This design comes from an exercise in tuning for small area on the open sky130 flow, not from production work.
Only simulation tests tie the RTL to the original design; equivalence was not proved.
Power and IR drop assume default switching activity.

## flow/design.v (module list and top-level ports; edited modules follow where they fit)
// module poly_voice_engine: 1399 lines
module poly_voice_engine #(
  parameter int NUM_VOICES   = 8,
  parameter int PHASE_W      = 32,
  parameter int ENV_W        = 16,
  parameter int VEL_W        = 7,
  parameter int OUT_W        = 24,
  parameter int SAMPLE_DIV   = 1024,
  parameter int ATTACK_STEP  = 64,
  parameter int RELEASE_STEP = 16
) (
  input  logic                          i_clk,
  input  logic                          i_reset_n,
  input  logic                          i_cmd_valid,
  output logic                          o_cmd_ready,
  input  logic                          i_cmd_note_on,
  input  logic [$clog2(NUM_VOICES)-1:0] i_cmd_voice,
  input  logic [PHASE_W-1:0]            i_cmd_tuning,
  input  logic [VEL_W-1:0]              i_cmd_velocity,
  input  logic [1:0]                    i_wave_sel,
  output logic signed [OUT_W-1:0]       o_sample,
  output logic                          o_sample_valid,
  output logic [NUM_VOICES-1:0]         o_active_voices
);
  // ...
==> flow/flow/run.sh <==
#!/bin/bash
set -euo pipefail
here=$(cd "$(dirname "$0")" && pwd)
export CTS_ARGS="-sink_clustering_enable -repair_clock_nets -dont_use_dummy_load -buf_list sky130_fd_sc_hd__clkbuf_2 -sink_clustering_size 6 -sink_clustering_max_diameter 40"
export BUFFER_PORTS_ARGS="-buffer_cell sky130_fd_sc_hd__buf_1"
if [[ -s "$here/synth_args.txt" ]]; then export SYNTH_ARGS="$(cat "$here/synth_args.txt")"; fi
bash standard.sh > flow_standard.log 2>&1
==> flow/flow/synth_args.txt <==
-noabc
==> flow/standard.sh <==
#!/bin/bash
# synth_recipe.tcl (not shown) runs the flow's synth.tcl, then flattens the netlist and writes it again
# the make line also repeats each setting of config.mk as NAME=value (left out here)
make -C /OpenROAD-flow-scripts/flow DESIGN_CONFIG=/design/flow/config.mk WORK_HOME=/design/flow/orfs CLKGATE_MAP_FILE= SYNTH_SCRIPT=/design/flow/synth_recipe.tcl "${@:-finish}"
==> flow/config.mk <==
export PLATFORM = sky130hd
export DESIGN_NAME = poly_voice_engine
export DESIGN_NICKNAME = poly_voice_engine
export VERILOG_FILES = /design/flow/design.v
export SDC_FILE = /design/flow/constraint.sdc
export NUM_CORES = 4
export LEC_CHECK = 0
export ABC_AREA = 1
export CAP_MARGIN = 20
export CORE_MARGIN = 2
export CORE_UTILIZATION = 40
export SLEW_MARGIN = 20
==> flow/constraint.sdc <==
create_clock -name core_clock -period 10.0 [get_ports {i_clk}]
set_input_delay 2.0000 -clock core_clock [delete_from_list [all_inputs] [get_ports {i_clk}]]
set_output_delay 2.0000 -clock core_clock [all_outputs]
set_load 0.01 [all_outputs]
==> results.py, run 1 <==
metrics = {
    "status": {
        "status": "timing/DRC/antenna clean",
    },
    "cells_and_area": {
        "inverters": 393,
        "drive_gt1_share_pct": 5.959,
        "multiInputGateArea_mm2": 0.01413,
        "layout_commonest_cell": "dfxtp_1",
        "syn_to_final_growth_pct": 6.279,
    },
    "global_routing": {
        "grt_overflow_total": 0,
        "grt_pass1_wl_mm": 111.0,
        "use_met2_pct": 25.66,
    },
    "cts": {
        "cts_buffers": 154,
        "cts_tree": "done",
    },
    "power": {
        "power.switching_mw": 2.824,
        "comb-power_mw": 2.68,
        "clkPwrFrac_pct": 17.3,
        "p_comb_share_pct": 32.6,
        "power_density_mw_per_mm2": 240.2,
        "p_leak_nw": 15.53,
        "clock_power_mw": 1.42,
    },
    "sta": {
        "finalCritPeriodShare_pct": 87.44,
        "hold_viol_final": 0,
        "rsz0062_at_grt": "false",
    },
    "detailed_routing": {
        "viasPerCell": 4.853,
        "wl_met2_mm": 30.26,
        "dr_wl_met3_mm": 3.742,
        "highest_layer": "met5",
    },
    "setup_path": {
        "cpMostUsedCell": "fa_1",
        "crit_chain": "inv_2 -> ha_1 -> inv_1 -> nor2_1 -> nand3_1 -> nand2_2 -> nor2_1 -> fa_1 -> fa_1 -> fa_1 -> fa_1 -> fa_1 -> fa_1 -> fa_1 -> fa_1 -> fa_1 -> fa_1 -> fa_1 -> fa_1 -> fa_1 -> fa_1 -> fa_1 -> xor2_1 -> xor2_1",
    },
    "synth": {
        "synthTopCellsByArea": "dfxtp_1, fa_1, nor2_1",
    },
    "worst_hold_path": {
        "worstHoldPathType": "reg -> reg",
    },
    "floorplanning": {
        "core-area_mm2": 0.08016,
        "die_area_mm2": 0.08285,
    },
    "placement": {
        "hpwl_mm": 47.53,
    },
}
==> run 2: changes to the inputs <==
--- a/flow/design.v
+++ b/flow/design.v
@@ -57,16 +57,18 @@
   logic [EH-1:0]           w_inc, w_dec, w_nxt_envh;
   logic                    w_nxt_envl;
   logic [EH:0]             w_ic, w_dc;
   logic [TW:0]             w_tc;
   logic [TW-1:0]           w_tick_inc;
   state_t                  w_nxt_state;
   logic [PH-1:0]           w_pa_lo, w_pb_lo, w_pa_hi, w_pb_hi;
   logic [AW-1:0]           w_accg;
+  logic                    w_acc_cin, r_acc_c;
+  logic [AW-14:0]          w_acc_hi;
   logic signed [OUT_W-1:0] w_sat;
   logic [NUM_VOICES-1:0]   w_active;
   assign w_scan  = r_tick < T_SCAN;
   assign w_scan1 = r_tick != '0 && r_tick <= T_SCAN;
   assign w_v     = r_tick[VW-1:0];
   assign w_cmd   = i_cmd_valid && o_cmd_ready;
   assign w_off   = !i_cmd_note_on || i_cmd_velocity == '0;
   assign w_on    = w_cmd && !w_off;
@@ -106,18 +108,20 @@
       w_tick_inc[i] = r_tick[i] ^ w_tc[i];
       w_tc[i+1]     = r_tick[i] & w_tc[i];
     end
     w_pa_lo = w_fresh ? '0 : c_phase[0][PH-1:0];
     w_pb_lo = w_scan ? c_tuning[0][PH-1:0] : '0;
     w_pa_hi = c_phase[1][PHASE_W-1:PH];
     w_pb_hi = w_scan1 ? ~c_tuning[1][PHASE_W-1:PH] : '0;
     w_accg = r_tick == TW'(2) ? '0 : r_acc;
-    w_sat  = r_acc[AW-1:OUT_W-1] == '0 || r_acc[AW-1:OUT_W-1] == '1 ? r_acc[OUT_W-1:0] :
-             {r_acc[AW-1], {(OUT_W-1){!r_acc[AW-1]}}};
+    w_acc_cin = r_tick != TW'(2) && r_acc_c;
+    w_acc_hi = r_acc[AW-1:13] + (AW-13)'(r_acc_c);
+    w_sat  = w_acc_hi[AW-14:OUT_W-14] == '0 || w_acc_hi[AW-14:OUT_W-14] == '1 ?
+             {w_acc_hi[OUT_W-14:0], r_acc[12:0]} : {w_acc_hi[AW-14], {(OUT_W-1){!w_acc_hi[AW-14]}}};
     w_active = '0;
     for (int i = 0; i < NUM_VOICES; i++) w_active[i] = r_state[i] != IDLE;
   end
   wire gpl_n0 = w_pa_lo[0] ^ w_pb_lo[0];
   wire gpl_n1 = w_pa_lo[0] & w_pb_lo[0];
   wire gpl_n2 = w_pa_lo[1] ^ w_pb_lo[1];
   wire gpl_n3 = gpl_n2 ^ gpl_n1;
   wire gpl_n4 = (w_pa_lo[1] & w_pb_lo[1]) | (gpl_n1 & gpl_n2);
@@ -1171,182 +1175,95 @@
   wire gm2_n272 = gm2_n271 ^ gm2_n206;
   wire gm2_n273 = (gm2_n79 & w_accg[22]) | (gm2_n206 & gm2_n271);
   wire gm2_n274 = w_accg[23] ^ 1'b1;
   wire gm2_n275 = w_accg[23] & 1'b1;
   wire gm2_n276 = w_accg[24] ^ 1'b1;
   wire gm2_n277 = w_accg[24] & 1'b1;
   wire gm2_n278 = w_accg[25] ^ 1'b1;
   wire gm2_n279 = w_accg[25] & 1'b1;
-  wire gm2_n280 = w_accg[0] & gm2_n207;
-  wire gm2_n281 = gm2_n209 & gm2_n208;
-  wire gm2_n282 = gm2_n212 & gm2_n210;
-  wire gm2_n283 = gm2_n215 & gm2_n213;
-  wire gm2_n284 = gm2_n218 & gm2_n216;
-  wire gm2_n285 = gm2_n221 & gm2_n219;
-  wire gm2_n286 = gm2_n224 & gm2_n222;
-  wire gm2_n287 = gm2_n227 & gm2_n225;
-  wire gm2_n288 = gm2_n230 & gm2_n228;
-  wire gm2_n289 = gm2_n233 & gm2_n231;
-  wire gm2_n290 = gm2_n236 & gm2_n234;
-  wire gm2_n291 = gm2_n239 & gm2_n237;
-  wire gm2_n292 = gm2_n242 & gm2_n240;
-  wire gm2_n293 = gm2_n245 & gm2_n243;
-  wire gm2_n294 = gm2_n248 & gm2_n246;
-  wire gm2_n295 = gm2_n251 & gm2_n249;
-  wire gm2_n296 = gm2_n254 & gm2_n252;
-  wire gm2_n297 = gm2_n257 & gm2_n255;
-  wire gm2_n298 = gm2_n260 & gm2_n258;
-  wire gm2_n299 = gm2_n263 & gm2_n261;
-  wire gm2_n300 = gm2_n266 & gm2_n264;
-  wire gm2_n301 = gm2_n269 & gm2_n267;
-  wire gm2_n302 = gm2_n272 & gm2_n270;
-  wire gm2_n303 = gm2_n274 & gm2_n273;
-  wire gm2_n304 = gm2_n276 & gm2_n275;
-  wire gm2_n305 = gm2_n278 & gm2_n277;
-  wire gm2_n306 = w_accg[0] ^ gm2_n207;
-  wire gm2_n307 = gm2_n209 ^ gm2_n208;
-  wire gm2_n308 = gm2_n212 ^ gm2_n210;
-  wire gm2_n309 = gm2_n215 ^ gm2_n213;
-  wire gm2_n310 = gm2_n218 ^ gm2_n216;
-  wire gm2_n311 = gm2_n221 ^ gm2_n219;
-  wire gm2_n312 = gm2_n224 ^ gm2_n222;
-  wire gm2_n313 = gm2_n227 ^ gm2_n225;
-  wire gm2_n314 = gm2_n230 ^ gm2_n228;
-  wire gm2_n315 = gm2_n233 ^ gm2_n231;
-  wire gm2_n316 = gm2_n236 ^ gm2_n234;
-  wire gm2_n317 = gm2_n239 ^ gm2_n237;
-  wire gm2_n318 = gm2_n242 ^ gm2_n240;
-  wire gm2_n319 = gm2_n245 ^ gm2_n243;
-  wire gm2_n320 = gm2_n248 ^ gm2_n246;
-  wire gm2_n321 = gm2_n251 ^ gm2_n249;
-  wire gm2_n322 = gm2_n254 ^ gm2_n252;
-  wire gm2_n323 = gm2_n257 ^ gm2_n255;
-  wire gm2_n324 = gm2_n260 ^ gm2_n258;
-  wire gm2_n325 = gm2_n263 ^ gm2_n261;
-  wire gm2_n326 = gm2_n266 ^ gm2_n264;
-  wire gm2_n327 = gm2_n269 ^ gm2_n267;
-  wire gm2_n328 = gm2_n272 ^ gm2_n270;
-  wire gm2_n329 = gm2_n274 ^ gm2_n273;
-  wire gm2_n330 = gm2_n276 ^ gm2_n275;
-  wire gm2_n331 = gm2_n278 ^ gm2_n277;
-  wire gm2_n332 = gm2_n281 | (gm2_n307 & gm2_n280);
-  wire gm2_n333 = gm2_n307 & gm2_n306;
-  wire gm2_n334 = gm2_n283 | (gm2_n309 & gm2_n282);
-  wire gm2_n335 = gm2_n309 & gm2_n308;
-  wire gm2_n336 = gm2_n285 | (gm2_n311 & gm2_n284);
-  wire gm2_n337 = gm2_n311 & gm2_n310;
-  wire gm2_n338 = gm2_n287 | (gm2_n313 & gm2_n286);
-  wire gm2_n339 = gm2_n313 & gm2_n312;
-  wire gm2_n340 = gm2_n289 | (gm2_n315 & gm2_n288);
-  wire gm2_n341 = gm2_n315 & gm2_n314;
-  wire gm2_n342 = gm2_n291 | (gm2_n317 & gm2_n290);
-  wire gm2_n343 = gm2_n317 & gm2_n316;
-  wire gm2_n344 = gm2_n293 | (gm2_n319 & gm2_n292);
-  wire gm2_n345 = gm2_n319 & gm2_n318;
-  wire gm2_n346 = gm2_n295 | (gm2_n321 & gm2_n294);
-  wire gm2_n347 = gm2_n321 & gm2_n320;
-  wire gm2_n348 = gm2_n297 | (gm2_n323 & gm2_n296);
-  wire gm2_n349 = gm2_n323 & gm2_n322;
-  wire gm2_n350 = gm2_n299 | (gm2_n325 & gm2_n298);
-  wire gm2_n351 = gm2_n325 & gm2_n324;
-  wire gm2_n352 = gm2_n301 | (gm2_n327 & gm2_n300);
-  wire gm2_n353 = gm2_n327 & gm2_n326;
-  wire gm2_n354 = gm2_n303 | (gm2_n329 & gm2_n302);
-  wire gm2_n355 = gm2_n329 & gm2_n328;
-  wire gm2_n356 = gm2_n305 | (gm2_n331 & gm2_n304);
-  wire gm2_n357 = gm2_n331 & gm2_n330;
-  wire gm2_n358 = gm2_n334 | (gm2_n335 & gm2_n332);
-  wire gm2_n359 = gm2_n335 & gm2_n333;
-  wire gm2_n360 = gm2_n338 | (gm2_n339 & gm2_n336);
-  wire gm2_n361 = gm2_n339 & gm2_n337;
-  wire gm2_n362 = gm2_n342 | (gm2_n343 & gm2_n340);
-  wire gm2_n363 = gm2_n343 & gm2_n341;
-  wire gm2_n364 = gm2_n346 | (gm2_n347 & gm2_n344);
-  wire gm2_n365 = gm2_n347 & gm2_n345;
-  wire gm2_n366 = gm2_n350 | (gm2_n351 & gm2_n348);
-  wire gm2_n367 = gm2_n351 & gm2_n349;
-  wire gm2_n368 = gm2_n354 | (gm2_n355 & gm2_n352);
-  wire gm2_n369 = gm2_n355 & gm2_n353;
-  wire gm2_n370 = gm2_n360 | (gm2_n361 & gm2_n358);
-  wire gm2_n371 = gm2_n361 & gm2_n359;
-  wire gm2_n372 = gm2_n364 | (gm2_n365 & gm2_n362);
-  wire gm2_n373 = gm2_n365 & gm2_n363;
-  wire gm2_n374 = gm2_n368 | (gm2_n369 & gm2_n366);
-  wire gm2_n375 = gm2_n369 & gm2_n367;
-  wire gm2_n376 = gm2_n372 | (gm2_n373 & gm2_n370);
-  wire gm2_n377 = gm2_n373 & gm2_n371;
-  wire gm2_n378 = gm2_n374 | (gm2_n375 & gm2_n376);
-  wire gm2_n379 = gm2_n375 & gm2_n377;
-  wire gm2_n380 = gm2_n362 | (gm2_n363 & gm2_n370);
-  wire gm2_n381 = gm2_n363 & gm2_n371;
-  wire gm2_n382 = gm2_n366 | (gm2_n367 & gm2_n376);
-  wire gm2_n383 = gm2_n367 & gm2_n377;
-  wire gm2_n384 = gm2_n336 | (gm2_n337 & gm2_n358);
-  wire gm2_n385 = gm2_n337 & gm2_n359;
-  wire gm2_n386 = gm2_n340 | (gm2_n341 & gm2_n370);
-  wire gm2_n387 = gm2_n341 & gm2_n371;
-  wire gm2_n388 = gm2_n344 | (gm2_n345 & gm2_n380);
-  wire gm2_n389 = gm2_n345 & gm2_n381;
-  wire gm2_n390 = gm2_n348 | (gm2_n349 & gm2_n376);
-  wire gm2_n391 = gm2_n349 & gm2_n377;
-  wire gm2_n392 = gm2_n352 | (gm2_n353 & gm2_n382);
-  wire gm2_n393 = gm2_n353 & gm2_n383;
-  wire gm2_n394 = gm2_n356 | (gm2_n357 & gm2_n378);
-  wire gm2_n395 = gm2_n357 & gm2_n379;
-  wire gm2_n396 = gm2_n282 | (gm2_n308 & gm2_n332);
-  wire gm2_n397 = gm2_n308 & gm2_n333;
-  wire gm2_n398 = gm2_n284 | (gm2_n310 & gm2_n358);
-  wire gm2_n399 = gm2_n310 & gm2_n359;
-  wire gm2_n400 = gm2_n286 | (gm2_n312 & gm2_n384);
-  wire gm2_n401 = gm2_n312 & gm2_n385;
-  wire gm2_n402 = gm2_n288 | (gm2_n314 & gm2_n370);
-  wire gm2_n403 = gm2_n314 & gm2_n371;
-  wire gm2_n404 = gm2_n290 | (gm2_n316 & gm2_n386);
-  wire gm2_n405 = gm2_n316 & gm2_n387;
-  wire gm2_n406 = gm2_n292 | (gm2_n318 & gm2_n380);
-  wire gm2_n407 = gm2_n318 & gm2_n381;
-  wire gm2_n408 = gm2_n294 | (gm2_n320 & gm2_n388);
-  wire gm2_n409 = gm2_n320 & gm2_n389;
-  wire gm2_n410 = gm2_n296 | (gm2_n322 & gm2_n376);
-  wire gm2_n411 = gm2_n322 & gm2_n377;
-  wire gm2_n412 = gm2_n298 | (gm2_n324 & gm2_n390);
-  wire gm2_n413 = gm2_n324 & gm2_n391;
-  wire gm2_n414 = gm2_n300 | (gm2_n326 & gm2_n382);
-  wire gm2_n415 = gm2_n326 & gm2_n383;
-  wire gm2_n416 = gm2_n302 | (gm2_n328 & gm2_n392);
-  wire gm2_n417 = gm2_n328 & gm2_n393;
-  wire gm2_n418 = gm2_n304 | (gm2_n330 & gm2_n378);
-  wire gm2_n419 = gm2_n330 & gm2_n379;
-  wire gm2_n420 = gm2_n307 ^ gm2_n280;
-  wire gm2_n421 = gm2_n308 ^ gm2_n332;
-  wire gm2_n422 = gm2_n309 ^ gm2_n396;
-  wire gm2_n423 = gm2_n310 ^ gm2_n358;
-  wire gm2_n424 = gm2_n311 ^ gm2_n398;
-  wire gm2_n425 = gm2_n312 ^ gm2_n384;
-  wire gm2_n426 = gm2_n313 ^ gm2_n400;
-  wire gm2_n427 = gm2_n314 ^ gm2_n370;
-  wire gm2_n428 = gm2_n315 ^ gm2_n402;
-  wire gm2_n429 = gm2_n316 ^ gm2_n386;
-  wire gm2_n430 = gm2_n317 ^ gm2_n404;
-  wire gm2_n431 = gm2_n318 ^ gm2_n380;
-  wire gm2_n432 = gm2_n319 ^ gm2_n406;
-  wire gm2_n433 = gm2_n320 ^ gm2_n388;
-  wire gm2_n434 = gm2_n321 ^ gm2_n408;
-  wire gm2_n435 = gm2_n322 ^ gm2_n376;
-  wire gm2_n436 = gm2_n323 ^ gm2_n410;
-  wire gm2_n437 = gm2_n324 ^ gm2_n390;
-  wire gm2_n438 = gm2_n325 ^ gm2_n412;
-  wire gm2_n439 = gm2_n326 ^ gm2_n382;
-  wire gm2_n440 = gm2_n327 ^ gm2_n414;
-  wire gm2_n441 = gm2_n328 ^ gm2_n392;
-  wire gm2_n442 = gm2_n329 ^ gm2_n416;
-  wire gm2_n443 = gm2_n330 ^ gm2_n378;
-  wire gm2_n444 = gm2_n331 ^ gm2_n418;
-  wire [25:0] g_m2 = {gm2_n444, gm2_n443, gm2_n442, gm2_n441, gm2_n440, gm2_n439, gm2_n438, gm2_n437, gm2_n436, gm2_n435, gm2_n434, gm2_n433, gm2_n432, gm2_n431, gm2_n430, gm2_n429, gm2_n428, gm2_n427, gm2_n426, gm2_n425, gm2_n424, gm2_n423, gm2_n422, gm2_n421, gm2_n420, gm2_n306};
+  wire gm2_n280 = w_accg[0] ^ gm2_n207;
+  wire gm2_n281 = w_accg[0] & gm2_n207;
+  wire gm2_n282 = gm2_n209 ^ gm2_n208;
+  wire gm2_n283 = gm2_n282 ^ gm2_n281;
+  wire gm2_n284 = (gm2_n209 & gm2_n208) | (gm2_n281 & gm2_n282);
+  wire gm2_n285 = gm2_n212 ^ gm2_n210;
+  wire gm2_n286 = gm2_n285 ^ gm2_n284;
+  wire gm2_n287 = (gm2_n212 & gm2_n210) | (gm2_n284 & gm2_n285);
+  wire gm2_n288 = gm2_n215 ^ gm2_n213;
+  wire gm2_n289 = gm2_n288 ^ gm2_n287;
+  wire gm2_n290 = (gm2_n215 & gm2_n213) | (gm2_n287 & gm2_n288);
+  wire gm2_n291 = gm2_n218 ^ gm2_n216;
+  wire gm2_n292 = gm2_n291 ^ gm2_n290;
+  wire gm2_n293 = (gm2_n218 & gm2_n216) | (gm2_n290 & gm2_n291);
+  wire gm2_n294 = gm2_n221 ^ gm2_n219;
+  wire gm2_n295 = gm2_n294 ^ gm2_n293;
+  wire gm2_n296 = (gm2_n221 & gm2_n219) | (gm2_n293 & gm2_n294);
+  wire gm2_n297 = gm2_n224 ^ gm2_n222;
+  wire gm2_n298 = gm2_n297 ^ gm2_n296;
+  wire gm2_n299 = (gm2_n224 & gm2_n222) | (gm2_n296 & gm2_n297);
+  wire gm2_n300 = gm2_n227 ^ gm2_n225;
+  wire gm2_n301 = gm2_n300 ^ gm2_n299;
+  wire gm2_n302 = (gm2_n227 & gm2_n225) | (gm2_n299 & gm2_n300);
+  wire gm2_n303 = gm2_n230 ^ gm2_n228;
+  wire gm2_n304 = gm2_n303 ^ gm2_n302;
+  wire gm2_n305 = (gm2_n230 & gm2_n228) | (gm2_n302 & gm2_n303);
+  wire gm2_n306 = gm2_n233 ^ gm2_n231;
+  wire gm2_n307 = gm2_n306 ^ gm2_n305;
+  wire gm2_n308 = (gm2_n233 & gm2_n231) | (gm2_n305 & gm2_n306);
+  wire gm2_n309 = gm2_n236 ^ gm2_n234;
+  wire gm2_n310 = gm2_n309 ^ gm2_n308;
+  wire gm2_n311 = (gm2_n236 & gm2_n234) | (gm2_n308 & gm2_n309);
+  wire gm2_n312 = gm2_n239 ^ gm2_n237;
+  wire gm2_n313 = gm2_n312 ^ gm2_n311;
+  wire gm2_n314 = (gm2_n239 & gm2_n237) | (gm2_n311 & gm2_n312);
+  wire gm2_n315 = gm2_n242 ^ gm2_n240;
+  wire gm2_n316 = gm2_n315 ^ gm2_n314;
+  wire gm2_n317 = (gm2_n242 & gm2_n240) | (gm2_n314 & gm2_n315);
+  wire gm2_n318 = gm2_n245 ^ gm2_n243;
+  wire gm2_n319 = gm2_n318 ^ w_acc_cin;
+  wire gm2_n320 = (gm2_n245 & gm2_n243) | (w_acc_cin & gm2_n318);
+  wire gm2_n321 = gm2_n248 ^ gm2_n246;
+  wire gm2_n322 = gm2_n321 ^ gm2_n320;
+  wire gm2_n323 = (gm2_n248 & gm2_n246) | (gm2_n320 & gm2_n321);
+  wire gm2_n324 = gm2_n251 ^ gm2_n249;
+  wire gm2_n325 = gm2_n324 ^ gm2_n323;
+  wire gm2_n326 = (gm2_n251 & gm2_n249) | (gm2_n323 & gm2_n324);
+  wire gm2_n327 = gm2_n254 ^ gm2_n252;
+  wire gm2_n328 = gm2_n327 ^ gm2_n326;
+  wire gm2_n329 = (gm2_n254 & gm2_n252) | (gm2_n326 & gm2_n327);
+  wire gm2_n330 = gm2_n257 ^ gm2_n255;
+  wire gm2_n331 = gm2_n330 ^ gm2_n329;
+  wire gm2_n332 = (gm2_n257 & gm2_n255) | (gm2_n329 & gm2_n330);
+  wire gm2_n333 = gm2_n260 ^ gm2_n258;
+  wire gm2_n334 = gm2_n333 ^ gm2_n332;
+  wire gm2_n335 = (gm2_n260 & gm2_n258) | (gm2_n332 & gm2_n333);
+  wire gm2_n336 = gm2_n263 ^ gm2_n261;
+  wire gm2_n337 = gm2_n336 ^ gm2_n335;
+  wire gm2_n338 = (gm2_n263 & gm2_n261) | (gm2_n335 & gm2_n336);
+  wire gm2_n339 = gm2_n266 ^ gm2_n264;
+  wire gm2_n340 = gm2_n339 ^ gm2_n338;
+  wire gm2_n341 = (gm2_n266 & gm2_n264) | (gm2_n338 & gm2_n339);
+  wire gm2_n342 = gm2_n269 ^ gm2_n267;
+  wire gm2_n343 = gm2_n342 ^ gm2_n341;
+  wire gm2_n344 = (gm2_n269 & gm2_n267) | (gm2_n341 & gm2_n342);
+  wire gm2_n345 = gm2_n272 ^ gm2_n270;
+  wire gm2_n346 = gm2_n345 ^ gm2_n344;
+  wire gm2_n347 = (gm2_n272 & gm2_n270) | (gm2_n344 & gm2_n345);
+  wire gm2_n348 = gm2_n274 ^ gm2_n273;
+  wire gm2_n349 = gm2_n348 ^ gm2_n347;
+  wire gm2_n350 = (gm2_n274 & gm2_n273) | (gm2_n347 & gm2_n348);
+  wire gm2_n351 = gm2_n276 ^ gm2_n275;
+  wire gm2_n352 = gm2_n351 ^ gm2_n350;
+  wire gm2_n353 = (gm2_n276 & gm2_n275) | (gm2_n350 & gm2_n351);
+  wire gm2_n354 = gm2_n278 ^ gm2_n277;
+  wire gm2_n355 = gm2_n354 ^ gm2_n353;
+  wire gm2_n356 = (gm2_n278 & gm2_n277) | (gm2_n353 & gm2_n354);
+  wire [25:0] g_m2 = {gm2_n355, gm2_n352, gm2_n349, gm2_n346, gm2_n343, gm2_n340, gm2_n337, gm2_n334, gm2_n331, gm2_n328, gm2_n325, gm2_n322, gm2_n319, gm2_n316, gm2_n313, gm2_n310, gm2_n307, gm2_n304, gm2_n301, gm2_n298, gm2_n295, gm2_n292, gm2_n289, gm2_n286, gm2_n283, gm2_n280};
+  wire g_m2_c = gm2_n317;
   for (genvar k = 0; k < NUM_VOICES; k++) begin : g_slot
     localparam int J = (k + NUM_VOICES - 1) % NUM_VOICES;
     always_ff @(posedge i_clk) begin
       if (w_on && w_wslot == VW'(k)) begin
         c_tuning[k] <= k % 2 == 1 ? ~i_cmd_tuning : i_cmd_tuning;
         c_vel[k]    <= k % 2 == 1 ? ~i_cmd_velocity : i_cmd_velocity;
       end else begin
         c_tuning[k] <= ~c_tuning[J];
@@ -1368,16 +1285,17 @@
     end
   end
   always_ff @(posedge i_clk) begin
     r_sel <= i_wave_sel;
     r_st  <= w_st;
     r_pc  <= g_ph_lo_c;
     r_a   <= g_m1;
     r_acc <= g_m2;
+    r_acc_c <= g_m2_c;
     if (w_scan) r_fresh[w_v] <= 1'b0;
     if (w_on) r_fresh[i_cmd_voice] <= 1'b1;
   end
   always_ff @(posedge i_clk or negedge i_reset_n) begin
     if (!i_reset_n) begin
       r_tick         <= '0;
       r_active       <= '0;
       r_sample       <= '0;
==> flow/flow/run.sh (replaced) <==
#!/bin/bash
set -euo pipefail
here=$(cd "$(dirname "$0")" && pwd)
export CTS_ARGS="-sink_clustering_enable -repair_clock_nets -dont_use_dummy_load -buf_list sky130_fd_sc_hd__clkbuf_4 -sink_clustering_size 8 -sink_clustering_max_diameter 50"
export BUFFER_PORTS_ARGS="-buffer_cell sky130_fd_sc_hd__buf_1"
export REMOVE_ABC_BUFFERS=1
if [[ -s "$here/synth_args.txt" ]]; then export SYNTH_ARGS="$(cat "$here/synth_args.txt")"; fi
bash standard.sh > flow_standard.log 2>&1
--- a/flow/config.mk
+++ b/flow/config.mk
@@ -4,9 +4,10 @@
 export VERILOG_FILES = /design/flow/design.v
 export SDC_FILE = /design/flow/constraint.sdc
 export NUM_CORES = 4
 export LEC_CHECK = 0
 export ABC_AREA = 1
 export CAP_MARGIN = 20
 export CORE_MARGIN = 2
 export CORE_UTILIZATION = 40
+export GPL_TIMING_DRIVEN = 0
 export SLEW_MARGIN = 20
==> results.py, run 2 <==
metrics = {
    "status": {
        "status": "timing/DRC/antenna clean",
    },
    "sta": {
        "fmaxAchievable_mhz": 113.7,
        "hold_viol_final": 0,
        "rsz0062_at_grt": "false",
        "fin_worst_skew_ps": 152.6,
        "setup_viol_count_final": 0,
        "slew_viol_final": 0,
        "relSlewSlack_pct": 24.32,
        "fin_setup_tns_ps": 0,
        "finalCritPeriodShare_pct": 87.94,
        "worst_pin_slew_ps": 1134,
        "period_minus_slack_ps": 8794,
    },
    "synth": {
        "synth_common_cells": "dfxtp_1, nor2_1, a21oi_1",
        "synth_largest_area_cell": "dfxtp_1",
        "async_reset_ff_share_pct": 7.379,
        "synth_edf_count": 0,
        "yosysWarnings": 7,
        "ys.flop_type": "dfxtp_1",
        "postSynthAreaPerCell_um2": 9.977,
        "ys_seq_elements": 786,
        "netlist_area_mm2": 0.03203,
        "syn-instance-count": 3210,
        "synth_cell_type_count": 53,
        "ys_seq_area_share_pct": 50.04,
        "yosysMostFrequentCell": "dfxtp_1",
        "synth_top_area_share_pct": 45.51,
        "synthTopCellsByArea": "dfxtp_1, fa_1, nor2_1",
    },
    "job": {
        "cap_violations": 0,
    },
    "cts": {
        "worstSkewPairLatency_ps": 870,
        "htree_num_levels": 3,
        "postCtsHoldBufs": 0,
        "cts_buffers": 113,
        "root_buffer": "clkbuf_4",
        "postCtsResizedCells": 0,
        "clock-sinks": 786,
        "clk_pin_slew_ps": 80,
        "cts_buffer_depth": 3,
        "cts_tree": "done",
        "cts_setup_buffers": 0,
    },
    "cells_and_area": {
        "layout.nets": 3643,
        "final_cells": 4326,
        "top_regs": "c_phase x256, c_tuning x256, c_envh x96",
        "layout_common_cells": "dfxtp_1, nor2_1, a21oi_1",
        "syn_to_final_growth_pct": 6.982,
        "layout_commonest_cell": "dfxtp_1",
        "drive_gt1_share_pct": 6.055,
    },
    "detailed_routing": {
        "finalWirelength_mm": 65.13,
        "drtIter0Drc": 1113,
        "viasPerCell": 4.893,
        "drt-pass1-iter-count": 5,
        "vias": 21169,
        "antenna_left": 0,
        "drcViolationCount": 0,
        "wl_per_cell_um": 15.05,
    },
    "floorplanning": {
        "die_area_mm2": 0.08234,
        "fp.dieW_um": 287.0,
        "io_pins": 82,
        "die_h_um": 287.0,
        "num_rows": 103,
        "core-area_mm2": 0.07913,
        "initial_utilization_pct": 40.47,
    },
    "setup_path": {
        "cpPeakStageDelay_ps": 530,
        "path_delay_family": "adder cells",
        "r2r_slack_ps": 1210,
        "worstSetupPathType": "reg -> reg",
        "worst_ep_required_time_ps": 10720,
        "crit_path_max_fanout": 24,
        "crit_slowest_cell": "dfrtp_1",
        "cp_num_buf_inv": 1,
        "worst_ep_arrival_time_ps": 9510,
        "cpMostUsedCell": "fa_1",
        "cp-end-kind": "flop",
        "crit_chain": "inv_1 -> ha_1 -> nand2_1 -> nand3_2 -> nor2_1 -> fa_1 -> fa_1 -> fa_1 -> fa_1 -> fa_1 -> fa_1 -> fa_1 -> fa_1 -> fa_1 -> fa_1 -> fa_1 -> fa_1 -> fa_1 -> fa_1 -> fa_1 -> xor2_1 -> xor2_1",
        "startpoint_type": "flop",
    },
    "placement": {
        "dp.cells": 4206,
        "io_buffers": 81,
        "gp_congestion": 0.8507,
        "hpwl_mm": 46.45,
    },
    "global_routing": {
        "grt_usage_pct": 16.21,
        "grt_pass1_wl_mm": 109.1,
        "grt_max_degree": 38,
        "grt_overflow_total": 0,
        "grt_pass1_vias": 21132,
        "grt_antenna_before_repair": 1,
    },
    "power": {
        "clkPwrFrac_pct": 14.0,
        "power.switching_mw": 3.846,
        "p_leak_nw": 14.51,
        "power_density_mw_per_mm2": 306.6,
        "seq_power_share_pct": 40.8,
        "p_comb_share_pct": 45.2,
        "internal-power_mw": 6.660,
        "ir_drop_mv": 0.3175,
        "switching_share_pct": 36.61,
    },
    "worst_hold_path": {
        "worstHoldPathType": "reg -> reg",
    },
}
==> run 2: logic make-up (layout without fill, tap and decap cells) <==
| logic type | after synthesis | count (layout) | share of synthesized area, % |
|---|---|---|---|
| DFF | 786 | 786 | 50.04 |
| buffers and inverters | 469 | 529 | 6.013 |
| and+or+nand+nor | 782 | 782 | 10.04 |
| other | 0 | 6 | 0 |
| AOI/OAI and AO/OA | 671 | 671 | 11.79 |
| muxes | 2 | 2 | 0.06251 |
| adders and majority gates | 323 | 323 | 17.19 |
| xor gates and xnor gates | 177 | 177 | 4.864 |
==> run 2: layout make-up <==
class | count | area, um2
multi-input cells | 1955 | 14150
well taps | 1050 | 1314
flip-flops and latches | 786 | 16030
repair buffers | 105 | 730.7
inverters | 311 | 1171
clock buffers | 113 | 848.3
diodes | 6 | 15.01
fillers | 7716 | 44870
==> run 2: power by group through the flow <==
| stage | clock [mW] | sequential (mW) | combinational, mW |
|---|---|---|---|
| after floorplan | 0 | 4.29 | 3.66 |
| after global placement | 0 | 4.36 | 4.61 |
| after detailed placement | 0 | 4.37 | 4.90 |
| after CTS | 1.55 | 4.30 | 4.90 |
| after global routing | 1.67 | 4.37 | 5.71 |
| final | 1.47 | 4.29 | 4.75 |
==> run 2: final timing paths <==
kind	startpoint	cells past startpoint	to
worst min-delay path	c_envl[2]$_DFF_P_	0	c_envl[3]$_DFF_P_
worst max register to register	r_tick[0]$_DFF_PN0_	22	c_phase[2][31]$_DFF_P_
min in group asynchronous	i_reset_n	1	r_state[0][0]$_DFF_PN0_
max in group asynchronous	i_reset_n	2	r_sample[5]$_DFFE_PN0N_
worst min register to register	c_envl[2]$_DFF_P_	0	c_envl[3]$_DFF_P_
worst max-delay path	r_tick[0]$_DFF_PN0_	22	c_phase[2][31]$_DFF_P_
==> run 2: per-layer routing <==
layer | global-route usage, % | share of wire, %
met2 | 26.28 | 45
met3 | 2.841 | 4.5
met5 | 0 | 0
met4 | 5.026 | 2.2
met1 | 22.08 | 48
==> run 2: stage by stage <==
stage          util (%)  area (um2)  power (mW)  hold WS, ps  worst slack [ps]
3_5_place_dp      42.17       33370       9.270        312.1              1056
3_3_place_gp      41.56       32890       8.969        309.8            -615.1
5_1_grt           43.30       34260       11.75        194.3             824.1
6_report          43.30       34260       10.51        205.1              1206
2_1_floorplan         -       31270       7.952        309.6              1585
4_1_cts           43.24       34220       10.74        194.5              1149
==> run 2: worst reg2reg max path: cells and delay by family, from the launching register on <==
| kind | cells | cell delay (ps) |
|---|---|---|
| DFF | 1 | 530 |
| and+or+nand+nor | 3 | 760 |
| xor gates and xnor gates | 2 | 340 |
| adders and majority gates | 16 | 6750 |
| buffers and inverters | 1 | 330 |
==> run 3: changes to the inputs <==
--- a/flow/flow/run.sh
+++ b/flow/flow/run.sh
@@ -5,3 +5,2 @@
 export BUFFER_PORTS_ARGS="-buffer_cell sky130_fd_sc_hd__buf_1"
-export REMOVE_ABC_BUFFERS=1
 if [[ -s "$here/synth_args.txt" ]]; then export SYNTH_ARGS="$(cat "$here/synth_args.txt")"; fi
--- a/flow/config.mk
+++ b/flow/config.mk
@@ -11,3 +11,2 @@
 export CORE_UTILIZATION = 40
-export GPL_TIMING_DRIVEN = 0
 export SLEW_MARGIN = 20
==> results.py, run 3 <==
metrics = {
    "global_routing": {
        "grt_antenna_before_repair": 8,
        "grt_pass1_vias": 20820,
        "grt_overflow_total": 0,
        "grt_pass1_wl_mm": 108.9,
        "use_met2_pct": 25.70,
        "grt_max_degree": 79,
        "grt_usage_pct": 16.27,
        "grt-busiest-layer": "met2",
        "met1_usage_pct": 22.96,
        "grt_use_met3_pct": 2.833,
    },
    "cts": {
        "root_buffer": "clkbuf_4",
        "cts_buffers": 113,
        "clk_pin_slew_ps": 80,
        "cts_tree": "done",
        "postCtsHoldBufs": 0,
        "cts_setup_buffers": 0,
        "postCtsResizedCells": 0,
        "clock-sinks": 786,
        "htree_num_levels": 3,
        "cts_buffer_depth": 3,
        "worstSkewPairLatency_ps": 870,
    },
    "setup_path": {
        "startpoint_type": "flop",
        "crit_slowest_cell": "dfrtp_1",
        "cpMostUsedCell": "fa_1",
        "worst_ep_arrival_time_ps": 8970,
        "cp-end-kind": "flop",
        "cpPeakStageDelay_ps": 520,
        "worstSetupPathType": "reg -> reg",
        "crit_path_max_fanout": 12,
        "path_delay_family": "adder cells",
        "crit_chain": "inv_1 -> ha_1 -> nand2_1 -> nand3_1 -> nor2_1 -> fa_1 -> fa_1 -> fa_1 -> fa_1 -> fa_1 -> fa_1 -> fa_1 -> fa_1 -> fa_1 -> fa_1 -> fa_1 -> fa_1 -> fa_1 -> fa_1 -> fa_1 -> xor2_1 -> xor2_1",
        "cp_num_buf_inv": 1,
        "worst_ep_required_time_ps": 10740,
    },
    "synth": {
        "synthTopCellsByArea": "dfxtp_1, fa_1, nor2_1",
        "synth_cell_type_count": 53,
        "ys.flop_type": "dfxtp_1",
        "synth-adder-area-share_pct": 17.19,
        "async_reset_ff_share_pct": 7.379,
        "yosysMostFrequentCell": "dfxtp_1",
        "synth_top_area_share_pct": 45.51,
        "synth_xor_area_share_pct": 4.864,
        "syn-instance-count": 3210,
        "yosysWarnings": 7,
        "netlist_area_mm2": 0.03203,
        "synth_mux_area_share_pct": 0.06251,
        "synth_edf_count": 0,
        "ys_seq_elements": 786,
        "synth_common_cells": "dfxtp_1, nor2_1, a21oi_1",
        "ys_seq_area_share_pct": 50.04,
        "synth_largest_area_cell": "dfxtp_1",
        "synth-compound-area-share_pct": 11.79,
        "postSynthAreaPerCell_um2": 9.977,
        "synth_top_family_by_area": "adder cells",
        "yosys.area_share.simple_pct": 10.04,
    },
    "detailed_routing": {
        "finalWirelength_mm": 65.56,
        "vias": 20931,
        "drt-pass1-iter-count": 7,
        "viasPerCell": 4.840,
        "antenna_left": 0,
        "drcViolationCount": 0,
        "wl_per_cell_um": 15.16,
        "drtIter0Drc": 1163,
    },
    "sta": {
        "setup_ws_ps": 1776,
        "worst_pin_slew_ps": 1048,
        "setup_viol_count_final": 0,
        "fmaxAchievable_mhz": 121.6,
        "fin_setup_tns_ps": 0,
        "slew_viol_final": 0,
        "finalCritPeriodShare_pct": 82.24,
        "hold_viol_final": 0,
        "period_minus_slack_ps": 8224,
        "relSlewSlack_pct": 29.66,
        "fin_worst_skew_ps": 113.7,
        "rsz0062_at_grt": "false",
    },
    "floorplanning": {
        "die_h_um": 287.0,
        "fp.dieW_um": 287.0,
        "io_pins": 82,
        "num_rows": 103,
        "core-area_mm2": 0.07913,
        "die_area_mm2": 0.08234,
        "initial_utilization_pct": 40.47,
    },
    "power": {
        "p_leak_nw": 14.41,
        "power_density_mw_per_mm2": 307.5,
        "ir_drop_mv": 0.3087,
    },
    "cells_and_area": {
        "top_regs": "c_phase x256, c_tuning x256, c_envh x96",
        "syn_to_final_growth_pct": 6.126,
        "drive_gt1_share_pct": 5.654,
        "layout_common_cells": "dfxtp_1, nor2_1, a21oi_1",
        "layout_commonest_cell": "dfxtp_1",
        "layout.nets": 3645,
        "fillerInstances": 7781,
    },
    "placement": {
        "io_buffers": 81,
        "gp_congestion": 0.8431,
        "pre_cts_ws_ps": 1647,
        "hpwl_mm": 45.81,
    },
    "worst_hold_path": {
        "worstHoldPathType": "reg -> reg",
    },
    "job": {
        "cap_violations": 0,
    },
    "status": {
        "status": "timing/DRC/antenna clean",
    },
}
-- run 3: cell counts after synthesis --
No cell type changed its count.
-- run 3: final timing paths --
| check | endpoint | cells past startpoint | slack (ps) | startpoint |
|---|---|---|---|---|
| min in group asynchronous | r_sample[23]$_DFFE_PN0N_ | 2 | 1310 | i_reset_n |
| hold / removal | c_phase[0][19]$_DFF_P_ | 0 | 290 | c_phase[7][19]$_DFF_P_ |
| hold reg to reg | c_phase[0][19]$_DFF_P_ | 0 | 290 | c_phase[7][19]$_DFF_P_ |
| setup reg to reg | c_phase[2][31]$_DFF_P_ | 22 | 1780 | r_tick[0]$_DFF_PN0_ |
| setup / recovery | c_phase[2][31]$_DFF_P_ | 22 | 1780 | r_tick[0]$_DFF_PN0_ |
| max in group asynchronous | r_tick[1]$_DFF_PN0_ | 2 | 8130 | i_reset_n |
-- run 3: per-layer routing --
layer / part of all wire, % / wire (um)
met5: 0.020 / 13
met3: 4.4 / 2890
met1: 49 / 32220
met4: 2.1 / 1394
met2: 44 / 29040
-- run 3: final cells by class --
class                   instances  area [um2]  area share [%]
flip-flops and latches        786       16030           47.15
multi-input cells            1955       14120           41.53
well taps                    1050        1314           3.865
inverters                     311        1171           3.446
clock buffers                 113       848.3           2.496
repair buffers                107       504.2           1.484
diodes                          3       7.507         0.02209
-- run 3: cells by family after synthesis --
| kind of cell | after synthesis |
|---|---|
| flip-flops | 786 |
| AND/OR/NAND/NOR | 782 |
| AO/OA/AOI/OAI | 671 |
| buffers and inverters | 469 |
| adder cells (fa/ha/maj) | 323 |
| XOR/XNOR | 177 |
| multiplexers | 2 |
-- run 3: power by group --
group          switching, mW  internal (mW)
clock                  0.956          0.515
sequential             0.274           3.99
combinational           2.60           2.12
total                   3.83           6.62
-- run 3: through the flow --
stage	std cells	area (um2)	total power [mW]	hold WS (ps)	utilization (%)
final	4325	33990	10.45	288.9	42.95
after global routing	4324	33990	11.73	285.2	42.95
after CTS	4322	33980	10.68	269.7	42.94
after detailed placement	4209	33130	9.210	312.1	41.86
after global placement	4209	33130	9.027	309.9	41.86
after floorplan	3210	32030	7.988	309.6	-
==> run 4: changes to the inputs <==
==> flow/flow/run.sh (replaced) <==
#!/bin/bash
set -euo pipefail
here=$(cd "$(dirname "$0")" && pwd)
export CTS_ARGS="-sink_clustering_enable -repair_clock_nets -dont_use_dummy_load -buf_list sky130_fd_sc_hd__clkbuf_4 -sink_clustering_size 12 -sink_clustering_max_diameter 35"
export BUFFER_PORTS_ARGS="-buffer_cell sky130_fd_sc_hd__buf_1"
if [[ -s "$here/synth_args.txt" ]]; then export SYNTH_ARGS="$(cat "$here/synth_args.txt")"; fi
bash standard.sh > flow_standard.log 2>&1
==> results.py, run 4 <==
metrics = {
    "global_routing": {
        "grt_max_degree": 79,
        "grt_usage_pct": 16.21,
        "grt_antenna_before_repair": 8,
        "grt_pass1_vias": 20657,
        "grt_overflow_total": 0,
        "grt_pass1_wl_mm": 108.5,
    },
    "detailed_routing": {
        "finalWirelength_mm": 65.39,
        "vias": 20886,
        "drtIter0Drc": 1065,
        "viasPerCell": 4.839,
        "drt-pass1-iter-count": 6,
        "antenna_left": 0,
        "drcViolationCount": 0,
        "wl_per_cell_um": 15.15,
    },
    "synth": {
        "ys.flop_type": "dfxtp_1",
        "async_reset_ff_share_pct": 7.379,
        "yosys.area_share.simple_pct": 10.04,
        "netlist_area_mm2": 0.03203,
        "synth_mux_area_share_pct": 0.06251,
        "ys_seq_elements": 786,
        "synth-compound-area-share_pct": 11.79,
        "synth_cell_type_count": 53,
        "postSynthAreaPerCell_um2": 9.977,
        "syn-instance-count": 3210,
        "synth_largest_area_cell": "dfxtp_1",
        "synth_top_family_by_area": "adder cells",
        "synth-adder-area-share_pct": 17.19,
        "synth_top_area_share_pct": 45.51,
        "synthTopCellsByArea": "dfxtp_1, fa_1, nor2_1",
        "synth_edf_count": 0,
        "synth_xor_area_share_pct": 4.864,
        "ys_seq_area_share_pct": 50.04,
        "synth_common_cells": "dfxtp_1, nor2_1, a21oi_1",
        "yosysWarnings": 7,
        "yosysMostFrequentCell": "dfxtp_1",
    },
    "power": {
        "power_density_mw_per_mm2": 306.2,
        "p_leak_nw": 14.36,
        "switching_share_pct": 36.70,
        "internal-power_mw": 6.573,
        "seq_power_share_pct": 41.0,
        "ir_drop_mv": 0.3005,
        "p_comb_share_pct": 45.5,
        "clkPwrFrac_pct": 13.5,
        "power.switching_mw": 3.811,
    },
    "cts": {
        "htree_num_levels": 3,
        "cts_tree": "done",
        "clk_pin_slew_ps": 110,
        "worstSkewPairLatency_ps": 900,
        "cts_buffer_depth": 3,
        "postCtsResizedCells": 0,
        "postCtsHoldBufs": 0,
        "cts_setup_buffers": 0,
        "root_buffer": "clkbuf_4",
        "cts_buffers": 102,
        "clock-sinks": 786,
    },
    "setup_path": {
        "worstSetupPathType": "reg -> reg",
        "worst_ep_required_time_ps": 10740,
        "cp-end-kind": "flop",
        "startpoint_type": "flop",
        "worst_ep_arrival_time_ps": 8930,
        "crit_path_max_fanout": 12,
    },
    "placement": {
        "hpwl_mm": 45.81,
        "gp_congestion": 0.8431,
        "pre_cts_ws_ps": 1647,
        "io_buffers": 81,
    },
    "floorplanning": {
        "num_rows": 103,
        "fp.dieW_um": 287.0,
        "core-area_mm2": 0.07913,
        "die_area_mm2": 0.08234,
        "io_pins": 82,
        "die_h_um": 287.0,
        "initial_utilization_pct": 40.47,
    },
    "sta": {
        "fin_setup_tns_ps": 0,
        "fmaxAchievable_mhz": 122.1,
        "worst_pin_slew_ps": 1020,
        "period_minus_slack_ps": 8188,
        "setup_viol_count_final": 0,
        "hold_viol_final": 0,
        "fin_worst_skew_ps": 170.0,
        "setup_ws_ps": 1812,
        "slew_viol_final": 0,
        "rsz0062_at_grt": "false",
        "relSlewSlack_pct": 31.55,
        "finalCritPeriodShare_pct": 81.88,
    },
    "status": {
        "status": "timing/DRC/antenna clean",
    },
    "job": {
        "cap_violations": 0,
    },
    "cells_and_area": {
        "drive_gt1_share_pct": 5.336,
        "layout_common_cells": "dfxtp_1, nor2_1, a21oi_1",
        "syn_to_final_growth_pct": 5.884,
        "top_regs": "c_phase x256, c_tuning x256, c_envh x96",
        "layout.nets": 3634,
        "layout_commonest_cell": "dfxtp_1",
    },
    "worst_hold_path": {
        "worstHoldPathType": "reg -> reg",
    },
}
run 4: cell counts after synthesis:
No cell type changed its count.
run 4: cell type report:
class | count | area, um2
fill | 7772 | 45220
sequential | 786 | 16030
multi-input combinational | 1955 | 14120
tap | 1050 | 1314
inverter | 311 | 1171
clock buffer | 102 | 765.7
timing repair buffer | 107 | 504.2
antenna | 5 | 12.51
run 4: cell families after synthesis:
kind of cell,after synthesis
buf+inv,469
mux,2
fa+ha+maj,323
simple gates,782
xor+xnor,177
compound gates,671
flops,786
run 4: metal layers:
layer / global-route usage (%) / wire length (um) / part of all wire [%]
met3: 2.794 / 3075 / 4.7
met1: 22.96 / 32100 / 49
met4: 4.102 / 1144 / 1.7
met2: 25.70 / 29060 / 44
met5: 0 / 13 / 0.020
run 4: worst paths after layout:
kind                                            endpoint                  start  slack [ps]  depth (start not counted)
max in group asynchronous        r_state[1][0]$_DFF_PN0_              i_reset_n        8080                          2
worst min-delay path               c_envh[0][11]$_DFF_P_  c_envh[7][11]$_DFF_P_         260                          0
worst min register to register     c_envh[0][11]$_DFF_P_  c_envh[7][11]$_DFF_P_         260                          0
worst max-delay path              c_phase[2][31]$_DFF_P_    r_tick[0]$_DFF_PN0_        1810                         22
min in group asynchronous       r_sample[18]$_DFFE_PN0N_              i_reset_n        1280                          2
worst max register to register    c_phase[2][31]$_DFF_P_    r_tick[0]$_DFF_PN0_        1810                         22
run 4: power by group through the flow:
stage                     registers (mW)  clock network (mW)  logic, mW
after floorplan                     4.26                   0       3.73
after global placement              4.32                   0       4.70
after detailed placement            4.34                   0       4.87
after CTS                           4.27                1.48       4.87
after global routing                4.33                1.61       5.72
final                               4.26                1.40       4.72
run 4: metrics by stage:
stage / std cells / hold WS (ps) / area [um2] / utilization (%) / power [mW]
floorplan: 3210 / 309.6 / 32030 / - / 7.988
global placement: 4209 / 309.9 / 33130 / 41.86 / 9.027
finish: 4316 / 258.5 / 33910 / 42.85 / 10.38
CTS: 4311 / 233.8 / 33890 / 42.83 / 10.62
detailed placement: 4209 / 312.1 / 33130 / 41.86 / 9.210
global route: 4315 / 218.2 / 33910 / 42.85 / 11.66
run 4: worst max-delay path, cell delays in order (launching register included):
cell	delay (ps)
dfrtp_1	520
inv_1	290
ha_1	220
nand2_1	90
nand3_1	220
nor2_1	90
fa_1	420
fa_1	420
fa_1	430
fa_1	430
fa_1	440
fa_1	430
fa_1	440
fa_1	450
fa_1	440
fa_1	420
fa_1	420
fa_1	420
fa_1	420
fa_1	430
fa_1	410
xor2_1	160
xor2_1	180
==> run 5: changes to the inputs <==
==> flow/flow/run.sh (replaced) <==
#!/bin/bash
set -euo pipefail
here=$(cd "$(dirname "$0")" && pwd)
export CTS_ARGS="-sink_clustering_enable -repair_clock_nets -dont_use_dummy_load -buf_list sky130_fd_sc_hd__clkbuf_4 -sink_clustering_size 10 -sink_clustering_max_diameter 40"
export BUFFER_PORTS_ARGS="-buffer_cell sky130_fd_sc_hd__buf_1"
if [[ -s "$here/synth_args.txt" ]]; then export SYNTH_ARGS="$(cat "$here/synth_args.txt")"; fi
bash standard.sh > flow_standard.log 2>&1
==> results.py, run 5 <==
metrics = {
    "sta": {
        "relSlewSlack_pct": 32.90,
        "fmaxAchievable_mhz": 122.0,
        "fin_setup_tns_ps": 0,
        "fin_worst_skew_ps": 146.2,
        "worst_pin_slew_ps": 999.8,
        "period_minus_slack_ps": 8199,
        "setup_viol_count_final": 0,
        "hold_viol_final": 0,
        "finalCritPeriodShare_pct": 81.99,
        "slew_viol_final": 0,
        "setup_ws_ps": 1801,
        "rsz0062_at_grt": "false",
    },
    "synth": {
        "synthTopCellsByArea": "dfxtp_1, fa_1, nor2_1",
        "yosysMostFrequentCell": "dfxtp_1",
        "synth_edf_count": 0,
        "synth_top_area_share_pct": 45.51,
        "postSynthAreaPerCell_um2": 9.977,
        "async_reset_ff_share_pct": 7.379,
        "netlist_area_mm2": 0.03203,
        "syn-instance-count": 3210,
        "ys_seq_elements": 786,
        "synth_cell_type_count": 53,
        "synth_common_cells": "dfxtp_1, nor2_1, a21oi_1",
        "ys_seq_area_share_pct": 50.04,
        "yosysWarnings": 7,
        "synth_largest_area_cell": "dfxtp_1",
        "ys.flop_type": "dfxtp_1",
    },
    "cts": {
        "clk_pin_slew_ps": 100,
        "root_buffer": "clkbuf_4",
        "postCtsResizedCells": 0,
        "clock-sinks": 786,
        "htree_num_levels": 3,
        "cts_buffer_depth": 3,
        "cts_setup_buffers": 0,
        "cts_buffers": 99,
        "cts_tree": "done",
        "worstSkewPairLatency_ps": 870,
        "postCtsHoldBufs": 0,
    },
    "detailed_routing": {
        "vias": 20876,
        "wl_met2_mm": 28.93,
        "drtIter0Drc": 1132,
        "highest_layer": "met5",
        "wl_met1_mm": 32.32,
        "viasPerCell": 4.845,
        "drcViolationCount": 0,
        "drt-pass1-iter-count": 5,
        "wl_per_cell_um": 15.17,
        "finalWirelength_mm": 65.36,
        "antenna_left": 0,
        "dr_wl_met3_mm": 2.725,
    },
    "power": {
        "power_density_mw_per_mm2": 306.0,
        "p_leak_nw": 14.34,
        "ir_drop_mv": 0.3039,
        "report.power.total_mw": 10.37,
    },
    "cells_and_area": {
        "finalInstanceArea_mm2": 0.03388,
        "drive_gt1_share_pct": 5.249,
        "syn_to_final_growth_pct": 5.782,
        "top_regs": "c_phase x256, c_tuning x256, c_envh x96",
        "seqCellArea_mm2": 0.01603,
        "layout_common_cells": "dfxtp_1, nor2_1, a21oi_1",
        "layout.nets": 3631,
        "fin_util_pct": 42.81,
        "layout_commonest_cell": "dfxtp_1",
        "multiInputGateArea_mm2": 0.01412,
        "fillerInstances": 7771,
    },
    "global_routing": {
        "grt_pass1_wl_mm": 107.9,
        "grt_max_degree": 79,
        "grt_antenna_before_repair": 8,
        "grt_usage_pct": 16.16,
        "grt_overflow_total": 0,
        "grt_pass1_vias": 20625,
    },
    "placement": {
        "placed_cell_area_mm2": 0.03313,
        "gp_congestion": 0.8431,
        "pre_cts_ws_ps": 1647,
        "io_buffers": 81,
        "hpwl_mm": 45.81,
    },
    "setup_path": {
        "worstSetupPathType": "reg -> reg",
        "crit_slowest_cell": "dfrtp_1",
        "crit_path_max_fanout": 12,
        "cp-end-kind": "flop",
        "path_delay_family": "adder cells",
        "crit_chain": "inv_1 -> ha_1 -> nand2_1 -> nand3_1 -> nor2_1 -> fa_1 -> fa_1 -> fa_1 -> fa_1 -> fa_1 -> fa_1 -> fa_1 -> fa_1 -> fa_1 -> fa_1 -> fa_1 -> fa_1 -> fa_1 -> fa_1 -> fa_1 -> xor2_1 -> xor2_1",
        "cpPeakStageDelay_ps": 520,
        "worst_ep_arrival_time_ps": 8950,
        "cpMostUsedCell": "fa_1",
        "startpoint_type": "flop",
        "cp_num_buf_inv": 1,
        "worst_ep_required_time_ps": 10750,
    },
    "floorplanning": {
        "initial_utilization_pct": 40.47,
        "fp.dieW_um": 287.0,
        "io_pins": 82,
        "num_rows": 103,
        "core-area_mm2": 0.07913,
        "die_area_mm2": 0.08234,
        "die_h_um": 287.0,
    },
    "status": {
        "status": "timing/DRC/antenna clean",
    },
    "job": {
        "cap_violations": 0,
    },
    "worst_hold_path": {
        "worstHoldPathType": "reg -> reg",
    },
}
run 5: metal layers:
metal	global-route usage, %	up-vias
li1	-	10518
met2	25.60	360
met4	4.193	4
met3	2.849	123
met1	22.81	9871
met5	0	-
run 5: cell families after synthesis:
kind of cell / synth area share, %
simple gates: 10.04
buf+inv: 6.013
mux: 0.06251
fa+ha+maj: 17.19
compound gates: 11.79
flops: 50.04
xor+xnor: 4.864
run 5: cell type report:
cell class,count,area share [%]
diodes,1,0.007387
clock buffers,99,2.194
inverters,311,3.457
multi-input cells,1955,41.67
flip-flops and latches,786,47.31
well taps,1050,3.878
repair buffers,107,1.488
run 5: worst reg2reg max path, cell delays in order (launching register included):
cell,delay [ps]
dfrtp_1,520
inv_1,290
ha_1,220
nand2_1,90
nand3_1,220
nor2_1,100
fa_1,420
fa_1,420
fa_1,430
fa_1,430
fa_1,440
fa_1,430
fa_1,440
fa_1,450
fa_1,440
fa_1,420
fa_1,420
fa_1,420
fa_1,420
fa_1,430
fa_1,410
xor2_1,160
xor2_1,180
run 5: through the flow:
step | instances | hold slack (ps)
2_1_floorplan | 3210 | 309.6
3_3_place_gp | 4209 | 309.9
3_5_place_dp | 4209 | 312.1
4_1_cts | 4308 | 249.0
5_1_grt | 4309 | 278.4
6_report | 4309 | 247.6
run 5: final timing paths:
kind | slack (ps) | cells after the start | from | end
worst min-delay path | 250 | 0 | c_phase[1][15]$_DFF_P_ | c_phase[2][15]$_DFF_P_
worst max-delay path | 1800 | 22 | r_tick[0]$_DFF_PN0_ | c_phase[2][31]$_DFF_P_
max in group asynchronous | 8110 | 2 | i_reset_n | r_tick[1]$_DFF_PN0_
worst max register to register | 1800 | 22 | r_tick[0]$_DFF_PN0_ | c_phase[2][31]$_DFF_P_
min in group asynchronous | 1320 | 2 | i_reset_n | r_sample[23]$_DFFE_PN0N_
worst min register to register | 250 | 0 | c_phase[1][15]$_DFF_P_ | c_phase[2][15]$_DFF_P_
run 5: power by group:
group / switching [mW] / internal [mW] / total, mW / leakage, nW
logic: 2.60 / 2.12 / 4.72 / 7.18
registers: 0.273 / 3.99 / 4.26 / 6.70
clock network: 0.931 / 0.453 / 1.38 / 0.455

## static timing again, ports no longer ideal
No port has a modelled driver above. Below, the same layouts with a new extraction and two added sets of constraints. Step 1, drivers: a clkbuf_16 drives i_clk and a buf_2 each remaining input, both assumed. Step 2, shift: input delay + t, output delay - t, t = (earliest + latest rising clock arrival at the registers) / 2. This alone moves slack from input paths to output paths. a / b / c = ideal / step 1 / step 2; a / b = the first two.
run	shift t [ns]	setup WS [ns]	hold WS [ns]	worst register clock-pin slew, ns	cell pins on the clock port's net
run 1	1.274	1.256 / 1.256 / 1.256	0.162 / 0.162 / 0.162	0.12 / 0.12	1
run 2	0.853	1.206 / 1.206 / 1.206	0.205 / 0.205 / 0.205	0.09 / 0.09	1
run 3	0.856	1.776 / 1.776 / 1.776	0.289 / 0.289 / 0.289	0.09 / 0.09	1
run 4	0.865	1.812 / 1.812 / 1.812	0.259 / 0.259 / 0.259	0.12 / 0.12	1
run 5	0.851	1.801 / 1.801 / 1.801	0.248 / 0.248 / 0.248	0.11 / 0.11	1
After both steps setup and hold are still met in every run listed.
